Context: an optimization exercise on an open-source flow, tuned for small area, a short achievable clock period and few clock cycles per item. The choices shown serve that exercise and are no tape-out recipe.
Where RTL was checked, it was by simulation tests only, not by an equivalence proof against the original.
The RTL of run 4 was laid out without a check of its function.
Power is estimated from default activity; no workload was simulated.

==> flow/design.v <==
package rv32_pkg;
   localparam int XLEN = 32;
   localparam int NREG = 32;
   localparam logic [6:0] OPC_RTYPE = 7'b0110011;
   localparam logic [6:0] F7_BASE   = 7'h00;
   localparam logic [6:0] F7_ALT    = 7'h20;
   localparam logic [2:0] F3_ADD_SUB = 3'd0;
   localparam logic [2:0] F3_SLL     = 3'd1;
   localparam logic [2:0] F3_SLT     = 3'd2;
   localparam logic [2:0] F3_SLTU    = 3'd3;
   localparam logic [2:0] F3_XOR     = 3'd4;
   localparam logic [2:0] F3_SRL_SRA = 3'd5;
   localparam logic [2:0] F3_OR      = 3'd6;
   localparam logic [2:0] F3_AND     = 3'd7;
   localparam int ALU_ADD  = 0;    
   localparam int ALU_SLL  = 1;
   localparam int ALU_SLT  = 2;
   localparam int ALU_SLTU = 3;
   localparam int ALU_XOR  = 4;
   localparam int ALU_SRL  = 5;    
   localparam int ALU_OR   = 6;
   localparam int ALU_AND  = 7;
   typedef enum logic [1:0] {
      IDLE = 2'd0,
      READ = 2'd1,
      EXEC = 2'd2,
      WB   = 2'd3
   } issue_state_t;
   typedef struct packed {
      logic [6:0] funct7;
      logic [4:0] rs2;
      logic [4:0] rs1;
      logic [2:0] funct3;
      logic [4:0] rd;
      logic [6:0] opcode;
   } rtype_fields_t;
   function automatic logic is_legal_rtype(input rtype_fields_t f);
      is_legal_rtype = (f.opcode == OPC_RTYPE) &&
             ((f.funct7 == F7_BASE) ||
              ((f.funct7 == F7_ALT) &&
               ((f.funct3 == F3_ADD_SUB) || (f.funct3 == F3_SRL_SRA))));
   endfunction
endpackage
module rv32_regfile (
   input  logic        clk,
   input  logic        rst_n,
   input  logic        we,
   input  logic [4:0]  waddr,
   input  logic [31:0] wdata,
   input  logic [31:1] rsel_a,
   output logic [31:0] rdata_a,
   input  logic [31:1] rsel_b,
   output logic [31:0] rdata_b_n     
);
   logic [31:0] mem [1:31];
   logic [991:0] flat;
   always_ff @(posedge clk) begin
      for (int i = 1; i < 32; i++) begin
         if (!rst_n || (we && (waddr == 5'(i)))) mem[i] <= wdata;
      end
   end
   always_comb begin
      for (int i = 1; i < 32; i++) flat[32*(i-1) +: 32] = mem[i];
   end
   rf_rdport u_port_a (.sel(rsel_a), .regs(flat), .data(rdata_a));
   rf_rdport_n u_port_b (.sel(rsel_b), .regs(flat), .data_n(rdata_b_n));
endmodule
module rf_rdport (
   input  logic [31:1]  sel,
   input  logic [991:0] regs,     
   output logic [31:0]  data
);
   for (genvar b = 0; b < 32; b++) begin : g_bit
      logic [31:1] col;
      for (genvar i = 1; i < 32; i++) begin : g_col
         assign col[i] = regs[32*(i-1) + b];
      end
      rf_rdbit u_bit (.sel(sel), .d(col), .q(data[b]));
   end
endmodule
module rf_rdport_n (
   input  logic [31:1]  sel,
   input  logic [991:0] regs,
   output logic [31:0]  data_n
);
   for (genvar b = 0; b < 32; b++) begin : g_bit
      logic [31:1] col;
      for (genvar i = 1; i < 32; i++) begin : g_col
         assign col[i] = regs[32*(i-1) + b];
      end
      rf_rdbit_n u_bit (.sel(sel), .d(col), .q_n(data_n[b]));
   end
endmodule
module rf_rdbit_n (
   input  logic [31:1] sel,
   input  logic [31:1] d,
   output logic        q_n
);
   logic [10:0] n1;    
   logic [2:0]  p2;    
   for (genvar k = 0; k < 10; k++) begin : g_l1
      rf_aoi222 u (.a1(sel[3*k+1]), .a2(d[3*k+1]), .b1(sel[3*k+2]), .b2(d[3*k+2]),
                   .c1(sel[3*k+3]), .c2(d[3*k+3]), .y(n1[k]));
   end
   rf_nand2 u_l1_last (.a(sel[31]), .b(d[31]), .y(n1[10]));
   rf_nand4 u_l2a (.a(n1[0]), .b(n1[1]), .c(n1[2]), .d(n1[3]), .y(p2[0]));
   rf_nand4 u_l2b (.a(n1[4]), .b(n1[5]), .c(n1[6]), .d(n1[7]), .y(p2[1]));
   rf_nand3 u_l2c (.a(n1[8]), .b(n1[9]), .c(n1[10]), .y(p2[2]));
   rf_nor3  u_l3  (.a(p2[0]), .b(p2[1]), .c(p2[2]), .y(q_n));
endmodule
module rf_rdbit (
   input  logic [31:1] sel,
   input  logic [31:1] d,
   output logic        q
);
   logic [3:0] p2;    
   logic [1:0] n3;    
   rf_or8  u_g0 (.s(sel[8:1]),   .d(d[8:1]),   .y(p2[0]));
   rf_or8  u_g1 (.s(sel[16:9]),  .d(d[16:9]),  .y(p2[1]));
   rf_or8  u_g2 (.s(sel[24:17]), .d(d[24:17]), .y(p2[2]));
   rf_or7  u_g3 (.s(sel[31:25]), .d(d[31:25]), .y(p2[3]));
   rf_nor2  u_l3a (.a(p2[0]), .b(p2[1]), .y(n3[0]));
   rf_nor2  u_l3b (.a(p2[2]), .b(p2[3]), .y(n3[1]));
   rf_nand2 u_l4  (.a(n3[0]), .b(n3[1]), .y(q));
endmodule
module rf_or8 (input logic [7:0] s, d, output logic y);
   assign y = |(s & d);
endmodule
module rf_or7 (input logic [6:0] s, d, output logic y);
   assign y = |(s & d);
endmodule
module rf_aoi222 (input logic a1, a2, b1, b2, c1, c2, output logic y);
   assign y = !((a1 && a2) || (b1 && b2) || (c1 && c2));
endmodule
module rf_nand4 (input logic a, b, c, d, output logic y);
   assign y = !(a && b && c && d);
endmodule
module rf_nand3 (input logic a, b, c, output logic y);
   assign y = !(a && b && c);
endmodule
module rf_nor3 (input logic a, b, c, output logic y);
   assign y = !(a || b || c);
endmodule
module rf_nand2 (input logic a, b, output logic y);
   assign y = !(a && b);
endmodule
module rf_nor2 (input logic a, b, output logic y);
   assign y = !(a || b);
endmodule
module r_type_alu (
   input  logic [7:0]  sel,       
   input  logic        sub,       
   input  logic        sra,       
   input  logic [31:0] in1,
   input  logic [31:0] in2,
   output logic [31:0] out
);
   logic [31:0] b, p, g, c, sum;
   logic        cout, ltu, lt;
   logic [31:0] sh_in, sh_r, sh_l;
   assign b = in2 ^ {32{sub}};
   assign p = in1 ^ b;
   assign g = in1 & b;
   always_comb begin
      logic [31:0] G, P, Gn, Pn;
      G = g;
      P = p;
      G[0] = g[0] | (p[0] & sub);
      for (int d = 1; d < 32; d = d * 2) begin
         Gn = G;
         Pn = P;
         for (int i = d; i < 32; i++) begin
            Gn[i] = G[i] | (P[i] & G[i-d]);
            Pn[i] = P[i] & P[i-d];
         end
         G = Gn;
         P = Pn;
      end
      c    = {G[30:0], sub};
      cout = G[31];
   end
   assign sum = p ^ c;
   assign ltu = !cout;
   assign lt  = (in1[31] ^ in2[31]) ? in1[31] : sum[31];
   always_comb begin
      for (int i = 0; i < 32; i++) sh_in[i] = sel[rv32_pkg::ALU_SLL] ? in1[31-i] : in1[i];
   end
   assign sh_r = 32'($signed({sra && in1[31], sh_in}) >>> in2[4:0]);
   always_comb begin
      for (int i = 0; i < 32; i++) sh_l[i] = sh_r[31-i];
   end
   assign out = ({32{sel[rv32_pkg::ALU_ADD]}}  & sum)
              | ({32{sel[rv32_pkg::ALU_SLL]}}  & sh_l)
              | ({32{sel[rv32_pkg::ALU_SRL]}}  & sh_r)
              | ({32{sel[rv32_pkg::ALU_XOR]}}  & p)
              | ({32{sel[rv32_pkg::ALU_OR]}}   & (p | g))
              | ({32{sel[rv32_pkg::ALU_AND]}}  & g)
              | {31'd0, (sel[rv32_pkg::ALU_SLT] && lt) || (sel[rv32_pkg::ALU_SLTU] && ltu)};
endmodule
module r_type_issue (
   input  logic        clk,
   input  logic        rst_n,
   input  logic        instr_valid,
   input  logic [31:0] instr,
   output logic        instr_ready,
   input  logic        ld_valid,
   input  logic [4:0]  ld_addr,
   input  logic [31:0] ld_data,
   output logic [7:0]  alu_sel,
   output logic        alu_sub,
   output logic        alu_sra,
   output logic [31:0] alu_in1,
   output logic [31:0] alu_in2,
   input  logic [31:0] alu_out,
   output logic        rf_we,
   output logic [4:0]  rf_waddr,
   output logic [31:0] rf_wdata,
   output logic [31:1] rf_rsel_a,
   output logic [31:1] rf_rsel_b,
   input  logic [31:0] rf_rdata_a,
   input  logic [31:0] rf_rdata_b_n,
   output logic        wb_valid,
   output logic [4:0]  wb_rd,
   output logic [31:0] wb_data,
   output logic        illegal,
   input  logic [4:0]  dbg_addr,
   output logic [31:0] dbg_data
);
   logic        acc_i, acc_l;
   logic        fwd_a_nx, fwd_b_nx;
   logic        rd_i, rd_l, rd_legal, rd_alt, fwd_a, fwd_b;
   logic [4:0]  rd_dst;
   logic [2:0]  rd_f3;
   logic [4:0]  rs1, rs2;
   logic        rs1_en, rs2_en;    
   logic        rd_idle;           
   logic [31:0] ld_q;
   logic        ex_i, ex_l, ex_legal, ex_sub, ex_sra;
   logic [4:0]  ex_dst;
   logic [7:0]  ex_sel;
   logic [31:0] op_a, op_b;
   logic        wb_v, ill_v;
   logic [4:0]  rd_q;
   logic [31:0] res_q;
   assign instr_ready = rst_n && !ex_l;
   assign acc_i = instr_ready && instr_valid;
   assign acc_l = instr_ready && ld_valid && !instr_valid;
   assign fwd_a_nx = acc_i && ((rd_i && rd_legal) || rd_l) && (rd_dst != 5'd0) &&
                     (rd_dst == instr[19:15]);
   assign fwd_b_nx = acc_i && ((rd_i && rd_legal) || rd_l) && (rd_dst != 5'd0) &&
                     (rd_dst == instr[24:20]);
   always_ff @(posedge clk) begin
      rd_i     <= acc_i;
      rd_l     <= acc_l;
      rd_legal <= rv32_pkg::is_legal_rtype(instr);
      rd_dst   <= acc_l ? ld_addr : instr[11:7];
      rd_f3    <= instr[14:12];
      rd_alt   <= instr[30];
      fwd_a    <= fwd_a_nx;
      fwd_b    <= fwd_b_nx;
      rs1      <= instr[19:15];
      rs2      <= instr[24:20];
      rs1_en   <= acc_i && !fwd_a_nx;
      rd_idle  <= !acc_i && !acc_l;
      rs2_en   <= acc_i && !fwd_b_nx;
      ld_q     <= ld_data;
      ex_legal <= rd_legal;
      ex_dst   <= rd_dst;
      for (int k = 0; k < 8; k++) ex_sel[k] <= rd_l ? (k == rv32_pkg::ALU_OR) : (rd_f3 == 3'(k));
      ex_sub   <= !rd_l && (((rd_f3 == 3'd0) && rd_alt) || (rd_f3 == 3'd2) || (rd_f3 == 3'd3));
      ex_sra   <= rd_alt;
      op_a     <= rf_rdata_a | ({32{fwd_a}} & alu_out) | ({32{rd_l}} & ld_q);
      op_b     <= ~rf_rdata_b_n | ({32{fwd_b}} & alu_out);
      rd_q     <= ex_dst;
      res_q    <= alu_out;
   end
   always_ff @(posedge clk) begin
      if (!rst_n) begin
         ex_i  <= 1'b0;
         ex_l  <= 1'b0;
         wb_v  <= 1'b0;
         ill_v <= 1'b0;
      end else begin
         ex_i  <= rd_i;
         ex_l  <= rd_l;
         wb_v  <= ex_i && ex_legal;
         ill_v <= ex_i && !ex_legal;
      end
   end
   rf_asel u_asel (
      .rs1      (rs1),
      .rs1_en   (rs1_en),
      .dbg_en   (rd_idle),
      .dbg_addr (dbg_addr),
      .sel      (rf_rsel_a)
   );
   rf_bsel u_bsel (
      .rs2      (rs2),
      .rs2_en   (rs2_en),
      .sel      (rf_rsel_b)
   );
   assign rf_we      = (ex_i && ex_legal) || ex_l;
   assign rf_waddr   = ex_dst;
   assign rf_wdata   = alu_out;
   assign alu_sel    = rst_n ? ex_sel : 8'd0;
   assign alu_sub    = ex_sub;
   assign alu_sra    = ex_sra;
   assign alu_in1    = op_a;
   assign alu_in2    = op_b;
   assign wb_valid   = rst_n && wb_v;
   assign illegal    = rst_n && ill_v;
   assign wb_rd      = rd_q;
   assign wb_data    = res_q;
   assign dbg_data   = rf_rdata_a;
endmodule
module rf_asel (
   input  logic [4:0]  rs1,
   input  logic        rs1_en,
   input  logic        dbg_en,
   input  logic [4:0]  dbg_addr,
   output logic [31:1] sel
);
   logic [3:0] r_lo, d_lo;
   logic [7:0] r_hi, d_hi;
   rf_dec2e u_r_lo (.a(rs1[1:0]),      .en(rs1_en), .y(r_lo));
   rf_dec2e u_d_lo (.a(dbg_addr[1:0]), .en(dbg_en), .y(d_lo));
   rf_dec3  u_r_hi (.a(rs1[4:2]),      .y(r_hi));
   rf_dec3  u_d_hi (.a(dbg_addr[4:2]), .y(d_hi));
   for (genvar i = 1; i < 32; i++) begin : g_sel
      rf_ao22 u (.a1(r_lo[i % 4]), .a2(r_hi[i / 4]), .b1(d_lo[i % 4]), .b2(d_hi[i / 4]),
                 .y(sel[i]));
   end
endmodule
module rf_dec2e (input logic [1:0] a, input logic en, output logic [3:0] y);
   always_comb for (int j = 0; j < 4; j++) y[j] = en && (a == 2'(j));
endmodule
module rf_dec3 (input logic [2:0] a, output logic [7:0] y);
   always_comb for (int k = 0; k < 8; k++) y[k] = (a == 3'(k));
endmodule
module rf_ao22 (input logic a1, a2, b1, b2, output logic y);
   assign y = (a1 && a2) || (b1 && b2);
endmodule
module rf_bsel (
   input  logic [4:0]  rs2,
   input  logic        rs2_en,
   output logic [31:1] sel
);
   logic [3:0] lo;
   logic [7:0] hi;
   always_comb begin
      for (int j = 0; j < 4; j++) lo[j] = (rs2[1:0] == 2'(j));
      for (int k = 0; k < 8; k++) hi[k] = rs2_en && (rs2[4:2] == 3'(k));
      for (int i = 1; i < 32; i++) sel[i] = lo[i % 4] && hi[i / 4];
   end
endmodule
module r_type_core (
   input  logic        clk,
   input  logic        rst_n,
   input  logic        instr_valid,
   input  logic [31:0] instr,
   output logic        instr_ready,
   input  logic        ld_valid,
   input  logic [4:0]  ld_addr,
   input  logic [31:0] ld_data,
   output logic        wb_valid,
   output logic [4:0]  wb_rd,
   output logic [31:0] wb_data,
   output logic        illegal,
   input  logic [4:0]  dbg_addr,
   output logic [31:0] dbg_data
);
   logic [7:0]  alu_sel;
   logic        alu_sub, alu_sra;
   logic [31:0] alu_in1, alu_in2, alu_out;
   logic        rf_we;
   logic [4:0]  rf_waddr;
   logic [31:0] rf_wdata, rf_rdata_a, rf_rdata_b_n;
   logic [31:1] rf_rsel_a, rf_rsel_b;
   r_type_issue u_issue (
      .clk         (clk),
      .rst_n       (rst_n),
      .instr_valid (instr_valid),
      .instr       (instr),
      .instr_ready (instr_ready),
      .ld_valid    (ld_valid),
      .ld_addr     (ld_addr),
      .ld_data     (ld_data),
      .alu_sel     (alu_sel),
      .alu_sub     (alu_sub),
      .alu_sra     (alu_sra),
      .alu_in1     (alu_in1),
      .alu_in2     (alu_in2),
      .alu_out     (alu_out),
      .rf_we       (rf_we),
      .rf_waddr    (rf_waddr),
      .rf_wdata    (rf_wdata),
      .rf_rsel_a   (rf_rsel_a),
      .rf_rsel_b   (rf_rsel_b),
      .rf_rdata_a  (rf_rdata_a),
      .rf_rdata_b_n(rf_rdata_b_n),
      .wb_valid    (wb_valid),
      .wb_rd       (wb_rd),
      .wb_data     (wb_data),
      .illegal     (illegal),
      .dbg_addr    (dbg_addr),
      .dbg_data    (dbg_data)
   );
   rv32_regfile u_regfile (
      .clk     (clk),
      .rst_n   (rst_n),
      .we      (rf_we),
      .waddr   (rf_waddr),
      .wdata   (rf_wdata),
      .rsel_a  (rf_rsel_a),
      .rdata_a (rf_rdata_a),
      .rsel_b  (rf_rsel_b),
      .rdata_b_n (rf_rdata_b_n)
   );
   r_type_alu u_alu (
      .sel    (alu_sel),
      .sub    (alu_sub),
      .sra    (alu_sra),
      .in1    (alu_in1),
      .in2    (alu_in2),
      .out    (alu_out)
   );
endmodule
==> flow/run.sh <==
#!/bin/bash
# synth_recipe.tcl (not shown) runs the flow's synth.tcl, then flattens the netlist and writes it again
# the make line also repeats each setting of config.mk as NAME=value (left out here)
make -C /OpenROAD-flow-scripts/flow DESIGN_CONFIG=/design/flow/config.mk WORK_HOME=/design/flow/orfs CLKGATE_MAP_FILE= SYNTH_SCRIPT=/design/flow/synth_recipe.tcl finish
==> flow/config.mk <==
export PLATFORM = sky130hd
export DESIGN_NAME = r_type_core
export DESIGN_NICKNAME = r_type_core
export VERILOG_FILES = /design/flow/design.v
export SDC_FILE = /design/flow/constraint.sdc
export NUM_CORES = 4
export LEC_CHECK = 0
export CAP_MARGIN = 20
export CORE_MARGIN = 2
export CORE_UTILIZATION = 50
export CTS_BUF_LIST = sky130_fd_sc_hd__clkbuf_16
export CTS_CLUSTER_DIAMETER = 150
export CTS_CLUSTER_SIZE = 26
export SETUP_SLACK_MARGIN = 1.8
export SLEW_MARGIN = 20
export SYNTH_HIERARCHICAL = 1
export TNS_END_PERCENT = 20
==> flow/constraint.sdc <==
create_clock -name core_clock -period 6.0 [get_ports {clk}]
set_input_delay 1.2000 -clock core_clock [delete_from_list [all_inputs] [get_ports {clk}]]
set_output_delay 1.2000 -clock core_clock [all_outputs]
set_load 0.01 [all_outputs]
==> results.py, run 1 <==
metrics = {
    "critical_path": {
        "worst-path-max-fanout": 8,
        "r2r-end": "u_issue.op_a[1]$_DFF_P_",
        "endpoint": "dbg_data[5]",
        "cp-start-kind": "primary input",
        "crit_required_ns": 4.80,
        "worstSetupStartpoint": "dbg_addr[1]",
        "critPathArrivalTime_ns": 3.32,
        "critical_path_class": "primary input to output port",
        "r2r_slack_ns": 1.67,
        "r2r_cells": 23,
        "crit_path_end_kind": "output port",
        "r2r_start": "u_issue.rs1[0]$_DFF_P_",
    },
    "synth": {
        "ys_top_cells_by_count": "edfxtp_1 (992), a22oi_1 (453), a222oi_1 (352)",
        "synth.top_cell.area_share": 0.581,
        "synth_most_common_cell": "edfxtp_1",
        "synth-edff-count": 992,
        "syn_nets": 3776,
        "ys_seq_area_frac": 0.652,
        "ys_ff_latch": 1172,
        "synthArstFlopShare": 0,
        "syn-cell-area_mm2": 0.0512,
        "synth.largest_area_cell": "edfxtp_1",
        "synth_ff_type": "edfxtp_1",
        "synth_area_per_cell_um2": 14.1,
        "yosysWarnings": 13,
        "synthDistinctLibCells": 90,
        "syn_inst": 3633,
        "ys_top_cells_by_area": "edfxtp_1 (58%), dfxtp_1 (7.0%), a222oi_1 (6.9%)",
    },
    "floorplan": {
        "ios": 150,
        "start_util": 0.504,
        "core-area_mm2": 0.102,
        "die_x_um": 324,
        "dieArea_mm2": 0.105,
        "die_y_um": 324,
        "rows": 117,
    },
    "cts": {
        "clk_latency_ns": 0.74,
        "clockBufferDepth": 3,
        "path_clk_slew_ns": 0.10,
        "ctsHoldBuffers": 0,
        "cts_sinks": 1172,
        "cts_tree": "built",
        "root_buffer": "clkbuf_16",
        "numCtsBuffers": 51,
        "h-tree-depth": 2,
    },
    "route": {
        "ant_nets": 0,
        "via_per_inst": 7.71,
        "post_drt_wl_per_cell_um": 40.2,
        "dr.pass1.iters": 13,
        "postRouteWirelength_um": 218000,
        "drc": 0,
        "vias": 41851,
        "drt_iter0_drc": 9887,
    },
    "global_route": {
        "grt_pass1_wl_um": 297000,
        "grt_pass1_vias": 39115,
        "grt_usage": 0.403,
        "antenna_found_initial": 13,
        "grt_max_degree": 45,
        "grt_overflow": 0,
    },
    "sta": {
        "slew_viol_final": 0,
        "slew_headroom": 0.178,
        "tns_ns": 0,
        "fmax_mhz": 221,
        "fin_crit_sh": 0.754,
        "rsz0062_at_grt": "yes",
        "setup_viol": 0,
        "finalHoldViolCount": 0,
        "skew_ns": 0.0869,
        "fin_crit_ns": 4.52,
        "tightest_slew_ns": 1.23,
    },
    "power_and_ir_drop": {
        "p_per_area_mw_per_mm2": 321,
        "irDropWorstVdd_uv": 244,
        "power_leakage_nw": 21.3,
    },
    "cells_and_area": {
        "final_area_mm2": 0.0604,
        "syn_to_final_growth_pct": 17.8,
        "post-route-util": 0.593,
        "drive_gt1_frac": 0.200,
        "fin_cells": 5425,
        "fin_nets": 4167,
    },
    "place": {
        "numPlacedInstances": 5170,
        "placement.io_buffers": 149,
        "dpl.hpwl_um": 133000,
        "gp_congestion": 1.03,
        "placed_area_mm2": 0.0558,
    },
    "outcome": {
        "status": "finished clean",
    },
    "worst_hold_path": {
        "min_delay_path_depth": 0,
        "hold_path_class": "register to register",
    },
    "run": {
        "cap_violations": 0,
    },
}
-- power breakdown --
part | switching (mW) | internal [mW]
combinational | 2.60 | 1.42
sequential | 0.888 | 10.4
clock | 2.54 | 1.58
-- Yosys stat by module (local to each module, per instance), excerpt --
| module | cells inside | flops+latches |
|---|---|---|
| rf_ao22 | 1 | 0 |
| rf_nand3 | 1 | 0 |
| rf_dec2e | 4 | 0 |
| rf_bsel | 46 | 0 |
| rf_dec3 | 8 | 0 |
| rf_nor2 | 1 | 0 |
| r_type_issue | 424 | 180 |
-- state kept, by name, summed over array words and instances, names as in the netlist, 3 cells and up --
signal,cells
u_issue.ex_sel,8
u_issue.rd_q,5
u_issue.op_a,32
u_issue.rd_f3,3
u_issue.rd_dst,5
u_issue.res_q,32
u_regfile.mem,992
u_issue.op_b,32
u_issue.rs2,5
u_issue.rs1,5
u_issue.ex_dst,5
u_issue.ld_q,32
-- worst min-delay path by stage --
| stage | from | to | slack, ns |
|---|---|---|---|
| 3_3_place_gp | u_issue.rd_alt$_DFF_P_ | u_issue.ex_sra$_DFF_P_ | 0.36 |
| 2_1_floorplan | u_issue.rd_alt$_DFF_P_ | u_issue.ex_sra$_DFF_P_ | 0.33 |
| 6_report | u_issue.rd_alt$_DFF_P_ | u_issue.ex_sra$_DFF_P_ | 0.38 |
| 4_1_cts | u_issue.rd_alt$_DFF_P_ | u_issue.ex_sra$_DFF_P_ | 0.38 |
| 3_5_place_dp | u_issue.rd_alt$_DFF_P_ | u_issue.ex_sra$_DFF_P_ | 0.36 |
| 5_1_grt | u_issue.rd_alt$_DFF_P_ | u_issue.ex_sra$_DFF_P_ | 0.38 |
-- layer usage --
layer | wire, um | up-vias | track usage
met1 | 78500 | 20681 | 0.543
li1 | - | 16316 | -
met2 | 94100 | 4149 | 0.602
met4 | 14800 | 6 | 0.223
met5 | 32 | - | 0
met3 | 30500 | 699 | 0.0971
-- kinds of logic (layout without fill, tap and decap cells) --
kind of cell    Yosys count  count (layout)  share of synthesized area
xor+xnor                 65              65                     0.0111
other cells               0               3                          0
mux                      92              92                     0.0278
flops                  1172            1172                      0.652
buf+inv                 234             654                     0.0224
simple gates            809             810                     0.0826
compound gates         1196            1196                      0.188
fa+ha+maj                65              65                     0.0160
-- worst max-delay path: stages --
cell	delay (ns)
buf_8	0.10
and3b_2	0.26
a22o_4	0.30
buf_6	0.14
buf_12	0.11
buf_16	0.15
buf_6	0.13
a22oi_2	0.17
nand4_1	0.20
nor2_2	0.22
nand2_2	0.17
buf_6	0.16
-- placed cells by master (no fill, tap or decap), types with 11 or more instances in the layout --
master,instances
nand2_1,214
buf_16,14
a22o_4,13
mux4_2,36
nand4_1,174
xor2_1,48
nand2_2,15
nor3_1,17
a31oi_1,11
o211ai_1,20
o21ai_0,67
a21o_1,21
a221oi_1,13
buf_6,92
and2_1,17
clkbuf_16,53
mux2i_1,28
nor2_4,26
buf_4,209
nor2_2,51
ha_1,61
a22o_1,19
a22oi_2,59
edfxtp_1,992
o21ai_4,32
nand3_1,78
nor3_2,34
mux2_2,23
a21oi_1,65
nand2b_1,15
inv_1,109
buf_12,48
a22oi_1,394
nor2_1,70
xnor2_1,13
clkdlybuf4s50_1,111
a222oi_1,352
nand2_4,15
a221o_1,37
dfxtp_1,172
-- final cells by class --
cell class	instances	area [um^2]
multi-input combinational	2228	18200
clock buffer	51	1280
clock inverter	32	201
fill	7812	41400
inverter	85	319
timing repair buffer	486	5230
tap	1368	1710
antenna	3	7.51
sequential	1172	33400
-- stage by stage --
step                total power, mW  setup slack (ns)  hold WS (ns)
finish                         19.4              1.48         0.380
global route                   19.9              1.55         0.381
CTS                            19.1              1.57         0.377
detailed placement             14.8             0.491         0.363
global placement               14.7             0.455         0.361
floorplan                      13.0              1.83         0.331
-- what timing repair did --
action | in CTS | in global routing
resized for setup | 392 | 120
buffers inserted | 122 | 30
pin swaps | 165 | 80
setup endpoints to repair | 470 | 449
cloned | 14 | 3
Testbench counts, summed over its fixed seeds: cycles 4,048, items 4,000.
==> run 2, diff against run 1 <==
--- a/flow/config.mk
+++ b/flow/config.mk
@@ -13,3 +13,3 @@
 export CTS_CLUSTER_SIZE = 26
-export SETUP_SLACK_MARGIN = 1.8
+export SETUP_SLACK_MARGIN = 2.3
 export SLEW_MARGIN = 20
==> run 2 against run 1 <==
Net effect: via count decreased by 0.16%; combinational power increased by 9.0%; synthesized cell count unchanged; power increased by 2.0%; maximum frequency increased by 2.3%; critical path type unchanged.
==> results.py, run 2 <==
metrics = {
    "critical_path": {
        "worstSetupStartpoint": "dbg_addr[0]",
        "cp_top_family": "simple AND/OR/NAND/NOR gates",
        "critical_path_class": "primary input to output port",
        "cp_cell_sequence": "buf_8 -> and3b_2 -> buf_6 -> a22o_4 -> buf_12 -> buf_12 -> a22oi_2 -> nand4_1 -> nor2_2 -> nand2_2 -> buf_6",
        "cp.depth": 11,
        "critPathArrivalTime_ns": 3.22,
        "r2r-end": "u_issue.op_a[1]$_DFF_P_",
        "worst-path-max-fanout": 8,
        "r2r_start": "u_issue.rs1[2]$_DFF_P_",
        "r2r_slack_ns": 1.83,
        "critPathMaxStageDelay_ns": 0.29,
        "crit_required_ns": 4.80,
        "crit_path_end_kind": "output port",
        "crit_buf_inv": 5,
        "cp-start-kind": "primary input",
        "endpoint": "dbg_data[0]",
        "r2r_cells": 21,
        "cpMaxStageDelayCell": "and3b_2",
    },
    "synth": {
        "synth_area_per_cell_um2": 14.1,
        "syn_nets": 3776,
        "ys_top_cells_by_count": "edfxtp_1 (992), a22oi_1 (453), a222oi_1 (352)",
        "syn-cell-area_mm2": 0.0512,
        "synth-edff-count": 992,
        "synth.largest_area_cell": "edfxtp_1",
        "synthDistinctLibCells": 90,
        "synth_ff_type": "edfxtp_1",
        "ys_top_cells_by_area": "edfxtp_1 (58%), dfxtp_1 (7.0%), a222oi_1 (6.9%)",
        "ys_ff_latch": 1172,
        "synthArstFlopShare": 0,
        "yosysWarnings": 13,
        "syn_inst": 3633,
        "synth_most_common_cell": "edfxtp_1",
        "synth.top_cell.area_share": 0.581,
        "ys_seq_area_frac": 0.652,
    },
    "route": {
        "ant_nets": 0,
        "postRouteWirelength_um": 222000,
        "dr.pass1.iters": 13,
        "via_per_inst": 7.75,
        "drc": 0,
        "post_drt_wl_per_cell_um": 41.2,
        "drt_iter0_drc": 9947,
        "vias": 41783,
    },
    "outcome": {
        "status": "finished clean",
    },
    "floorplan": {
        "rows": 117,
        "dieArea_mm2": 0.105,
        "start_util": 0.504,
        "die_x_um": 324,
        "core-area_mm2": 0.102,
        "die_y_um": 324,
        "ios": 150,
    },
    "cells_and_area": {
        "fin_nets": 4130,
        "final_area_mm2": 0.0610,
        "most-common-layout-cells": "edfxtp_1 (992), a22oi_1 (407), a222oi_1 (352)",
        "syn_to_final_growth_pct": 19.0,
        "largest_register": "u_regfile.mem",
        "drive_gt1_frac": 0.210,
        "layout_commonest_cell": "edfxtp_1",
        "largest_reg_flops": 992,
    },
    "worst_hold_path": {
        "hold_path_class": "register to register",
    },
    "sta": {
        "rsz0062_at_grt": "yes",
        "fmax_mhz": 226,
        "setup_ws_ns": 1.58,
        "finalHoldViolCount": 0,
        "tns_ns": 0,
        "fin_crit_sh": 0.737,
        "skew_ns": 0.0745,
        "tightest_slew_ns": 1.04,
        "fin_crit_ns": 4.42,
        "slew_headroom": 0.304,
        "hold_ws_ns": 0.374,
        "slew_viol_final": 0,
        "setup_viol": 0,
    },
    "place": {
        "placement.io_buffers": 149,
        "placed_area_mm2": 0.0558,
        "dpl.hpwl_um": 134000,
        "pre_cts_slack_ns": 0.476,
        "gp_congestion": 1.05,
    },
    "run": {
        "cap_violations": 0,
    },
    "cts": {
        "clockBufferDepth": 3,
        "numCtsBuffers": 51,
        "path_clk_slew_ns": 0.10,
        "cts_tree": "built",
        "root_buffer": "clkbuf_16",
        "cts_sinks": 1172,
        "h-tree-depth": 2,
        "clk_latency_ns": 0.73,
    },
    "power_and_ir_drop": {
        "finalPower_mw": 19.8,
        "power_leakage_nw": 21.3,
        "irDropWorstVdd_uv": 307,
        "p_per_area_mw_per_mm2": 325,
    },
    "global_route": {
        "grt_pass1_vias": 38804,
        "grt_usage": 0.410,
        "grt_overflow": 0,
        "grt_pass1_wl_um": 301000,
        "grt_max_degree": 46,
        "antenna_found_initial": 5,
    },
}
run 2: changes by cell type in the layout (fill, tap and decap cells not counted), moves of 7 or more:
cell,before,now
nand2_1,214,207
a21oi_1,65,58
xor2_4,0,12
a22oi_1,394,407
ha_4,0,12
buf_4,209,184
clkbuf_16,53,60
a22oi_2,59,46
xor2_1,48,33
buf_6,92,53
ha_1,61,48
run 2: power breakdown:
part	internal (mW)	switching, mW
Clock	1.60	2.55
Combinational	1.59	2.79
Sequential	10.4	0.895
run 2: modules after synthesis, one instance, submodules excluded, a selection:
| module | flops+latches | times used | cell area [um^2] | cells inside |
|---|---|---|---|---|
| rf_nand3 | 0 | 32 | 5.00 | 1 |
| rf_ao22 | 0 | 31 | 8.76 | 1 |
| r_type_alu | 0 | 1 | 6250 | 882 |
| rf_nor3 | 0 | 32 | 10.0 | 1 |
| rf_or8 | 0 | 96 | 36.3 | 5 |
| rv32_regfile | 992 | 1 | 30100 | 1042 |
| rf_aoi222 | 0 | 320 | 10.0 | 1 |
| rf_nor2 | 0 | 64 | 3.75 | 1 |
| rf_nand2 | 0 | 64 | 3.75 | 1 |
| rf_dec3 | 0 | 2 | 65.1 | 8 |
| r_type_issue | 180 | 1 | 5190 | 424 |
| rf_or7 | 0 | 32 | 30.0 | 4 |
| rf_nand4 | 0 | 64 | 6.26 | 1 |
| rf_bsel | 0 | 1 | 230 | 46 |
| rf_dec2e | 0 | 2 | 37.5 | 4 |
run 2: cell families after synthesis:
logic type      after synthesis  share of synthesized area
compound gates             1196                      0.188
flops                      1172                      0.652
simple gates                809                     0.0826
buf+inv                     234                     0.0224
mux                          92                     0.0278
xor+xnor                     65                     0.0111
fa+ha+maj                    65                     0.0160
run 2: layer usage:
layer,wire length [um],global-route usage,share of wire
met1,79700,0.565,0.36
met2,93000,0.595,0.42
met3,33100,0.0993,0.15
met4,16400,0.235,0.074
met5,0,0.000926,0
run 2: how the worst min path moves through the flow:
stage	startpoint	to	slack, ns	cells past startpoint
2_1_floorplan	u_issue.rd_alt$_DFF_P_	u_issue.ex_sra$_DFF_P_	0.33	0
3_3_place_gp	u_issue.rd_alt$_DFF_P_	u_issue.ex_sra$_DFF_P_	0.37	0
3_5_place_dp	u_issue.rd_alt$_DFF_P_	u_issue.ex_sra$_DFF_P_	0.36	0
4_1_cts	u_issue.rd_alt$_DFF_P_	u_issue.ex_sra$_DFF_P_	0.38	0
5_1_grt	u_issue.rd_alt$_DFF_P_	u_issue.ex_sra$_DFF_P_	0.39	0
6_report	u_issue.rd_alt$_DFF_P_	u_issue.ex_sra$_DFF_P_	0.37	0
run 2: final cells by class:
cell class | instances | area (um^2)
fillers | 7707 | 40800
flip-flops and latches | 1172 | 33400
multi-input cells | 2232 | 19000
repair buffers | 445 | 5010
well taps | 1368 | 1710
clock buffers | 52 | 1300
inverters | 85 | 323
clock inverters | 32 | 185
diodes | 4 | 10.0
run 2: stage by stage:
| stage | utilization | instances |
|---|---|---|
| 6_report | 0.599 | 5390 |
| 5_1_grt | 0.599 | 5386 |
| 4_1_cts | 0.589 | 5348 |
| 3_5_place_dp | 0.548 | 5165 |
| 3_3_place_gp | 0.548 | 5165 |
| 2_1_floorplan | - | 3633 |
run 2: repair_timing:
action	4_1_cts	5_1_grt
hold buffers	0	0
resized for setup	487	155
pin swaps	169	127
setup buffers	77	27
endpoints found under the setup margin	1051	971
cloned	22	9
==> run 3, diff against run 2 <==
--- a/flow/config.mk
+++ b/flow/config.mk
@@ -13,3 +13,3 @@
 export CTS_CLUSTER_SIZE = 26
-export SETUP_SLACK_MARGIN = 2.3
+export SETUP_SLACK_MARGIN = 2
 export SLEW_MARGIN = 20
==> run 3 against run 2 <==
Net effect: still clean on timing, DRC and antenna; cell count decreased by 0.28%; clock power barely moved; synthesized cell count is the same; maximum frequency down 0.62%; register-to-register slack worse by 0.02 ns; synthesized area unchanged; first-iteration DRC count down 2.7%; critical endpoint is now dbg_data[16]; largest cell class unchanged.
==> results.py, run 3 <==
metrics = {
    "outcome": {
        "status": "finished clean",
    },
    "synth": {
        "synthDistinctLibCells": 90,
        "synth_ff_type": "edfxtp_1",
        "ys_top_cells_by_count": "edfxtp_1 (992), a22oi_1 (453), a222oi_1 (352)",
        "syn-cell-area_mm2": 0.0512,
        "ys_seq_area_frac": 0.652,
        "synth_most_common_cell": "edfxtp_1",
        "ys_top_cells_by_area": "edfxtp_1 (58%), dfxtp_1 (7.0%), a222oi_1 (6.9%)",
        "synthArstFlopShare": 0,
        "synth_area_per_cell_um2": 14.1,
        "synth.largest_area_cell": "edfxtp_1",
        "synth-edff-count": 992,
        "syn_nets": 3776,
        "syn_inst": 3633,
        "ys_ff_latch": 1172,
        "yosysWarnings": 13,
        "synth.top_cell.area_share": 0.581,
    },
    "cts": {
        "root_buffer": "clkbuf_16",
        "path_clk_slew_ns": 0.11,
        "clk_latency_ns": 0.72,
        "cts_tree": "built",
        "ctsHoldBuffers": 0,
        "cts_sinks": 1172,
        "h-tree-depth": 2,
        "numCtsBuffers": 51,
        "clockBufferDepth": 3,
    },
    "floorplan": {
        "core-area_mm2": 0.102,
        "ios": 150,
        "dieArea_mm2": 0.105,
        "start_util": 0.504,
        "die_y_um": 324,
        "rows": 117,
        "die_x_um": 324,
    },
    "power_and_ir_drop": {
        "pwr-share-clk": 0.214,
        "power.share.switching": 0.315,
        "p_per_area_mw_per_mm2": 324,
        "pwr-share-comb": 0.209,
        "irDropWorstVdd_uv": 287,
        "p_seq_frac": 0.577,
        "power_leakage_nw": 21.0,
        "p_int_mw": 13.3,
        "switchingPower_mw": 6.14,
    },
    "run": {
        "cap_violations": 0,
    },
    "sta": {
        "fin_crit_ns": 4.45,
        "fmax_mhz": 225,
        "fin_crit_sh": 0.742,
        "rsz0062_at_grt": "yes",
        "slew_viol_final": 0,
        "skew_ns": 0.0254,
        "setup_viol": 0,
        "hold_ws_ns": 0.360,
        "tightest_slew_ns": 1.06,
        "tns_ns": 0,
        "finalHoldViolCount": 0,
        "slew_headroom": 0.287,
    },
    "global_route": {
        "antenna_found_initial": 10,
        "grt_max_degree": 46,
        "grt_pass1_wl_um": 305000,
        "grt_pass1_vias": 39493,
        "grt_overflow": 0,
        "grt_usage": 0.418,
    },
    "cells_and_area": {
        "fin_nets": 4115,
        "multi_input_area_mm2": 0.0184,
        "regArea_mm2": 0.0334,
        "syn_to_final_growth_pct": 17.3,
        "fillCellCount": 7834,
        "most-common-layout-cells": "edfxtp_1 (992), a22oi_1 (389), a222oi_1 (352)",
        "largest_register": "u_regfile.mem",
        "layout_commonest_cell": "edfxtp_1",
        "largest_reg_flops": 992,
        "drive_gt1_frac": 0.200,
    },
    "critical_path": {
        "worst-path-max-fanout": 32,
        "cp-start-kind": "primary input",
        "crit_required_ns": 4.80,
        "cp_cell_sequence": "buf_8 -> and3b_2 -> buf_4 -> a22o_1 -> buf_12 -> a22oi_2 -> nand4_1 -> nor2_4 -> nand2_4 -> buf_6",
        "critical_path_class": "primary input to output port",
        "critPathArrivalTime_ns": 3.25,
        "cpMaxStageDelayCell": "nor2_4",
        "crit_path_end_kind": "output port",
        "critPathMaxStageDelay_ns": 0.35,
        "r2r_cells": 24,
    },
    "route": {
        "post_drt_wl_per_cell_um": 42.2,
        "drc": 0,
        "vias": 42078,
        "dr.pass1.iters": 12,
        "ant_nets": 0,
        "drt_iter0_drc": 9681,
        "postRouteWirelength_um": 227000,
        "via_per_inst": 7.83,
    },
    "place": {
        "dpl.hpwl_um": 134000,
        "gp_congestion": 1.04,
        "placement.io_buffers": 149,
    },
    "worst_hold_path": {
        "hold_path_class": "register to register",
        "min_delay_path_depth": 0,
    },
}
-- run 3: cell counts after synthesis --
No cell type changed its count.
-- run 3: power by group through the flow --
| stage | Sequential [mW] | Combinational (mW) | Clock (mW) |
|---|---|---|---|
| CTS | 11.2 | 3.75 | 4.16 |
| detailed placement | 11.3 | 3.53 | 0 |
| global placement | 11.3 | 3.49 | 0 |
| global route | 11.3 | 4.22 | 4.45 |
| finish | 11.2 | 4.08 | 4.17 |
| floorplan | 11.0 | 1.96 | 0 |
-- run 3: per-stage QoR --
stage	util	power (mW)	setup WS [ns]	instances	cell area, um^2
after floorplan	-	13.0	1.86	3633	51300
after global placement	0.549	14.8	0.575	5173	55800
after detailed placement	0.549	14.9	0.554	5173	55800
after CTS	0.581	19.1	1.65	5337	59100
after global routing	0.591	20.0	1.55	5371	60100
final	0.591	19.5	1.55	5375	60100
-- run 3: cell type report --
cell class	count	share of cell area
flip-flops and latches	1172	0.556
well taps	1368	0.0285
repair buffers	434	0.0794
diodes	4	0.000167
multi-input cells	2228	0.307
clock inverters	33	0.00302
clock buffers	51	0.0212
inverters	85	0.00531
-- run 3: Yosys stat by module, one instance, submodules excluded, excerpt --
module        times used  cells inside  area (um^2)
rf_dec2e               2             4         37.5
rf_nor3               32             1         10.0
rf_aoi222            320             1         10.0
rf_or8                96             5         36.3
r_type_issue           1           424         5190
rf_or7                32             4         30.0
r_type_alu             1           882         6250
rf_nand4              64             1         6.26
rv32_regfile           1          1042        30100
-- run 3: cell families after synthesis --
logic type | after synthesis | synth area share
adder cells (fa/ha/maj) | 65 | 0.0160
flip-flops | 1172 | 0.652
buffers and inverters | 234 | 0.0224
AO/OA/AOI/OAI | 1196 | 0.188
AND/OR/NAND/NOR | 809 | 0.0826
XOR/XNOR | 65 | 0.0111
multiplexers | 92 | 0.0278
-- run 3: critical path: cells and delay by family --
| kind | cells | cell delay (ns) |
|---|---|---|
| AND/OR/NAND/NOR | 4 | 0.93 |
| buffers and inverters | 4 | 0.58 |
| AO/OA/AOI/OAI | 2 | 0.46 |
-- run 3: worst paths after layout --
| check | startpoint | endpoint | slack [ns] |
|---|---|---|---|
| worst max-delay path | dbg_addr[1] | dbg_data[16] | 1.55 |
| worst min-delay path | u_issue.rd_alt$_DFF_P_ | u_issue.ex_sra$_DFF_P_ | 0.36 |
| worst max register to register | u_issue.rs1[0]$_DFF_P_ | u_issue.op_a[28]$_DFF_P_ | 1.81 |
| worst min register to register | u_issue.rd_alt$_DFF_P_ | u_issue.ex_sra$_DFF_P_ | 0.36 |
-- run 3: timing repair --
action,CTS,global route
resized for setup,397,143
pin swaps,167,103
endpoints found under the setup margin,590,640
buffers inserted,66,27
gates cloned,14,7
-- run 3: routing by layer --
metal / wire (um) / up-vias / track usage / share of wire
met5: 78 / - / 0 / 0.00034
met1: 80100 / 20889 / 0.554 / 0.35
met3: 35000 / 802 / 0.135 / 0.15
met2: 95800 / 4160 / 0.605 / 0.42
met4: 16000 / 12 / 0.239 / 0.071
li1: - / 16215 / - / -
==> run 4, diff against run 3 <==
--- a/flow/design.v
+++ b/flow/design.v
@@ -164,3 +164,3 @@
    always_comb begin
-      logic [31:0] G, P, Gn, Pn;
+      logic [31:0] G, P;
       G = g;
@@ -169,10 +169,12 @@
       for (int d = 1; d < 32; d = d * 2) begin
-         Gn = G;
-         Pn = P;
-         for (int i = d; i < 32; i++) begin
-            Gn[i] = G[i] | (P[i] & G[i-d]);
-            Pn[i] = P[i] & P[i-d];
+         for (int i = 2*d - 1; i < 32; i += 2*d) begin
+            G[i] = G[i] | (P[i] & G[i-d]);
+            P[i] = P[i] & P[i-d];
+         end
+      end
+      for (int d = 8; d >= 1; d = d / 2) begin
+         for (int i = 3*d - 1; i < 32; i += 2*d) begin
+            G[i] = G[i] | (P[i] & G[i-d]);
+            P[i] = P[i] & P[i-d];
          end
-         G = Gn;
-         P = Pn;
       end
--- a/flow/config.mk
+++ b/flow/config.mk
@@ -9,6 +9,6 @@
 export CORE_MARGIN = 2
-export CORE_UTILIZATION = 50
+export CORE_UTILIZATION = 40
 export CTS_BUF_LIST = sky130_fd_sc_hd__clkbuf_16
 export CTS_CLUSTER_DIAMETER = 150
-export CTS_CLUSTER_SIZE = 26
+export CTS_CLUSTER_SIZE = 28
 export SETUP_SLACK_MARGIN = 2
==> run 4 against run 3 <==
Net effect: global-route usage down 9.9 points; critical endpoint is now u_issue.op_a[10]$_DFF_P_; still clean; flip-flop and latch count unchanged; clock power down 2%.
==> results.py, run 4 <==
metrics = {
    "cells_and_area": {
        "fin_nets": 4144,
        "final_area_mm2": 0.0621,
        "syn_to_final_growth_pct": 22.9,
        "largest_reg_flops": 992,
        "drive_gt1_frac": 0.239,
        "most-common-layout-cells": "edfxtp_1 (992), a22oi_1 (413), a222oi_1 (352)",
        "fillCellCount": 10511,
        "layout_commonest_cell": "edfxtp_1",
        "largest_register": "u_regfile.mem",
    },
    "global_route": {
        "grt_pass1_vias": 39095,
        "grt_max_degree": 49,
        "grt_pass1_wl_um": 295000,
        "antenna_found_initial": 10,
        "grt_usage": 0.318,
        "grt_overflow": 0,
    },
    "sta": {
        "slew_headroom": 0.272,
        "rsz0062_at_grt": "yes",
        "skew_ns": 0.0669,
        "finalHoldViolCount": 0,
        "setup_viol": 0,
        "tns_ns": 0,
        "slew_viol_final": 0,
        "fmax_mhz": 208,
        "fin_crit_ns": 4.81,
        "tightest_slew_ns": 1.09,
        "fin_crit_sh": 0.801,
    },
    "power_and_ir_drop": {
        "finalPower_mw": 21.5,
        "p_per_area_mw_per_mm2": 346,
        "irDropWorstVdd_uv": 227,
        "power_leakage_nw": 22.0,
    },
    "place": {
        "dpl.hpwl_um": 123000,
        "gp_congestion": 0.947,
        "placement.io_buffers": 149,
        "placed_area_mm2": 0.0558,
    },
    "floorplan": {
        "rows": 130,
        "core-area_mm2": 0.126,
        "start_util": 0.402,
        "die_y_um": 359,
        "dieArea_mm2": 0.129,
        "ios": 150,
        "die_x_um": 359,
    },
    "cts": {
        "numCtsBuffers": 48,
        "ctsHoldBuffers": 0,
        "cts_sinks": 1172,
        "cts_tree": "built",
        "h-tree-depth": 2,
        "root_buffer": "clkbuf_16",
        "clk_latency_ns": 0.73,
        "path_clk_slew_ns": 0.11,
        "clockBufferDepth": 3,
    },
    "critical_path": {
        "r2r_slack_ns": 1.19,
        "crit_required_ns": 6.55,
        "cp-start-kind": "register",
        "r2r-end": "u_issue.op_a[10]$_DFF_P_",
        "worst-path-max-fanout": 17,
        "critical_path_class": "register to register",
        "crit_path_end_kind": "register",
        "worstSetupStartpoint": "u_issue.ex_sub$_DFF_P_",
        "r2r_start": "u_issue.ex_sub$_DFF_P_",
        "r2r_cells": 19,
        "critPathArrivalTime_ns": 5.36,
        "endpoint": "u_issue.op_a[10]$_DFF_P_",
    },
    "synth": {
        "synth.largest_area_cell": "edfxtp_1",
        "syn_nets": 3649,
        "synth.top_cell.area_share": 0.590,
        "synthArstFlopShare": 0,
        "synthDistinctLibCells": 78,
        "synth_ff_type": "edfxtp_1",
        "synth_most_common_cell": "edfxtp_1",
        "syn_inst": 3491,
        "syn-cell-area_mm2": 0.0505,
        "ys_top_cells_by_count": "edfxtp_1 (992), a22oi_1 (455), a222oi_1 (352)",
        "yosysWarnings": 13,
        "synth_area_per_cell_um2": 14.5,
        "ys_ff_latch": 1172,
        "ys_seq_area_frac": 0.661,
        "synth-edff-count": 992,
        "ys_top_cells_by_area": "edfxtp_1 (59%), dfxtp_1 (7.1%), a222oi_1 (7.0%)",
    },
    "route": {
        "dr.pass1.iters": 16,
        "via_per_inst": 7.38,
        "postRouteWirelength_um": 217000,
        "post_drt_wl_per_cell_um": 38.3,
        "ant_nets": 0,
        "vias": 41907,
        "drc": 0,
        "drt_iter0_drc": 10902,
    },
    "run": {
        "cap_violations": 0,
    },
    "outcome": {
        "status": "finished clean",
    },
    "worst_hold_path": {
        "hold_path_class": "register to register",
    },
}
run 4: changes by cell type after synthesis, sizes merged, moves of 8 or more:
cell    change
mux2       +11
a21oi       -8
nor2        -9
nand4       -8
o211ai     -10
nand2      -25
xor2       -11
clkbuf     -22
fa         +15
run 4: critical path, cell delays in order (launching register included):
cell	delay (ns)
dfxtp_4	0.42
buf_8	0.16
mux2_4	0.28
fa_2	0.35
a21o_1	0.18
nand4_1	0.08
nand3_2	0.11
buf_4	0.16
buf_4	0.12
buf_4	0.13
a21o_1	0.17
a21o_1	0.20
a21o_1	0.18
a21o_1	0.19
fa_1	0.48
a22oi_2	0.19
o2111ai_2	0.16
a2111o_2	0.48
buf_12	0.18
a221o_1	0.43
run 4: cell type report:
cell class | count | area [um^2] | area share
Sequential cell | 1172 | 33400 | 0.538
Multi-Input combinational cell | 2105 | 18400 | 0.296
Timing Repair Buffer | 572 | 6480 | 0.104
Tap cell | 1650 | 2060 | 0.0333
Clock buffer | 49 | 1230 | 0.0197
Inverter | 87 | 330 | 0.00532
Clock inverter | 41 | 219 | 0.00353
Antenna cell | 2 | 5.00 | 0.0000806
run 4: power breakdown:
part | leakage [nW] | switching (mW) | total (mW) | internal [mW]
Sequential | 11.6 | 1.13 | 12.3 | 11.1
Combinational | 9.54 | 3.13 | 5.12 | 1.98
Clock | 0.832 | 2.55 | 4.08 | 1.53
Total | 22.0 | 6.82 | 21.5 | 14.7
run 4: repair_timing:
action,4_1_cts,5_1_grt
pin swaps,211,42
gates cloned,20,10
gates resized for setup,550,91
endpoints found under the setup margin,751,858
setup buffers,191,22
run 4: how the worst min path moves through the flow:
stage,start,to,cells past startpoint
CTS,u_issue.rd_legal$_DFF_P_,u_issue.ex_legal$_DFF_P_,0
global placement,u_issue.rd_legal$_DFF_P_,u_issue.ex_legal$_DFF_P_,0
floorplan,u_issue.rd_alt$_DFF_P_,u_issue.ex_sra$_DFF_P_,0
global route,u_issue.rd_legal$_DFF_P_,u_issue.ex_legal$_DFF_P_,0
finish,u_issue.rd_legal$_DFF_P_,u_issue.ex_legal$_DFF_P_,0
detailed placement,u_issue.rd_legal$_DFF_P_,u_issue.ex_legal$_DFF_P_,0
run 4: cells by family (layout without fill, tap and decap cells):
family,Yosys count,after routing,synth area share
other,0,2,0
AO/OA/AOI/OAI,1142,1146,0.183
multiplexers,97,97,0.0275
AND/OR/NAND/NOR,735,735,0.0767
buffers and inverters,218,749,0.0217
XOR/XNOR,47,47,0.00815
adder cells (fa/ha/maj),80,80,0.0222
flip-flops,1172,1172,0.661
run 4: per-module statistics from Yosys (local to each module, per instance), a selection:
module / area [um^2] / times used / flops+latches / cells inside
r_type_alu: 5550 / 1 / 0 / 740
r_type_issue: 5190 / 1 / 180 / 424
rf_ao22: 8.76 / 31 / 0 / 1
rf_aoi222: 10.0 / 320 / 0 / 1
rf_bsel: 230 / 1 / 0 / 46
rf_dec2e: 37.5 / 2 / 0 / 4
rf_dec3: 65.1 / 2 / 0 / 8
rf_nand2: 3.75 / 64 / 0 / 1
rf_nand3: 5.00 / 32 / 0 / 1
rf_nand4: 6.26 / 64 / 0 / 1
rf_nor2: 3.75 / 64 / 0 / 1
rf_nor3: 10.0 / 32 / 0 / 1
rf_or7: 30.0 / 32 / 0 / 4
rf_or8: 36.3 / 96 / 0 / 5
run 4: layer usage:
metal / vias up / wire [um] / track usage
li1: 15975 / - / -
met3: 915 / 37600 / 0.121
met5: - / 213 / 0.00444
met4: 14 / 14500 / 0.168
met1: 20604 / 76900 / 0.423
met2: 4399 / 88000 / 0.451
run 4: stage by stage:
stage,util,cells,hold WS (ns),setup WS (ns)
after detailed placement,0.444,5340,0.349,0.315
after global routing,0.494,5676,0.385,1.10
final,0.494,5678,0.366,1.19
after global placement,0.444,5340,0.357,0.328
after CTS,0.488,5641,0.368,1.29
after floorplan,-,3491,0.331,1.70

-- re-timing with driven ports --
How much do the figures lean on ideal ports? The routed layouts below were timed once more, with nothing changed but the port constraints. Step 1: set_driving_cell puts a clkbuf_16 on clk and a buf_2 on each other input, an assumption about the parent block. Step 2 adds t to the input delays and takes it off the output delays; t is the mean of the earliest and latest rising clock arrival at the registers after step 1. Input paths then give back, and output paths get back, about the clock's delay inside the block. a / b / c = ideal ports / drivers / drivers and shift; a / b = the first two.
run	t, ns	slack for setup (ns)	worst setup path after step 2	worst data-port slew with drivers (ns)	pins driven straight from the clock port
run 1	0.766	1.476 / 1.426 / 0.829	input to register	0.11	1
run 2	0.769	1.577 / 1.535 / 0.981	input to register	0.10	1
run 3	0.784	1.549 / 1.506 / 0.941	input to register	0.14	1
run 4	0.778	1.192 / 1.192 / 0.812	input to register	0.10	1
After both steps every run listed still meets setup and hold. The setup slack of run 1, which loses most, moves by -0.050 ns with the drivers and by -0.647 ns with both steps.
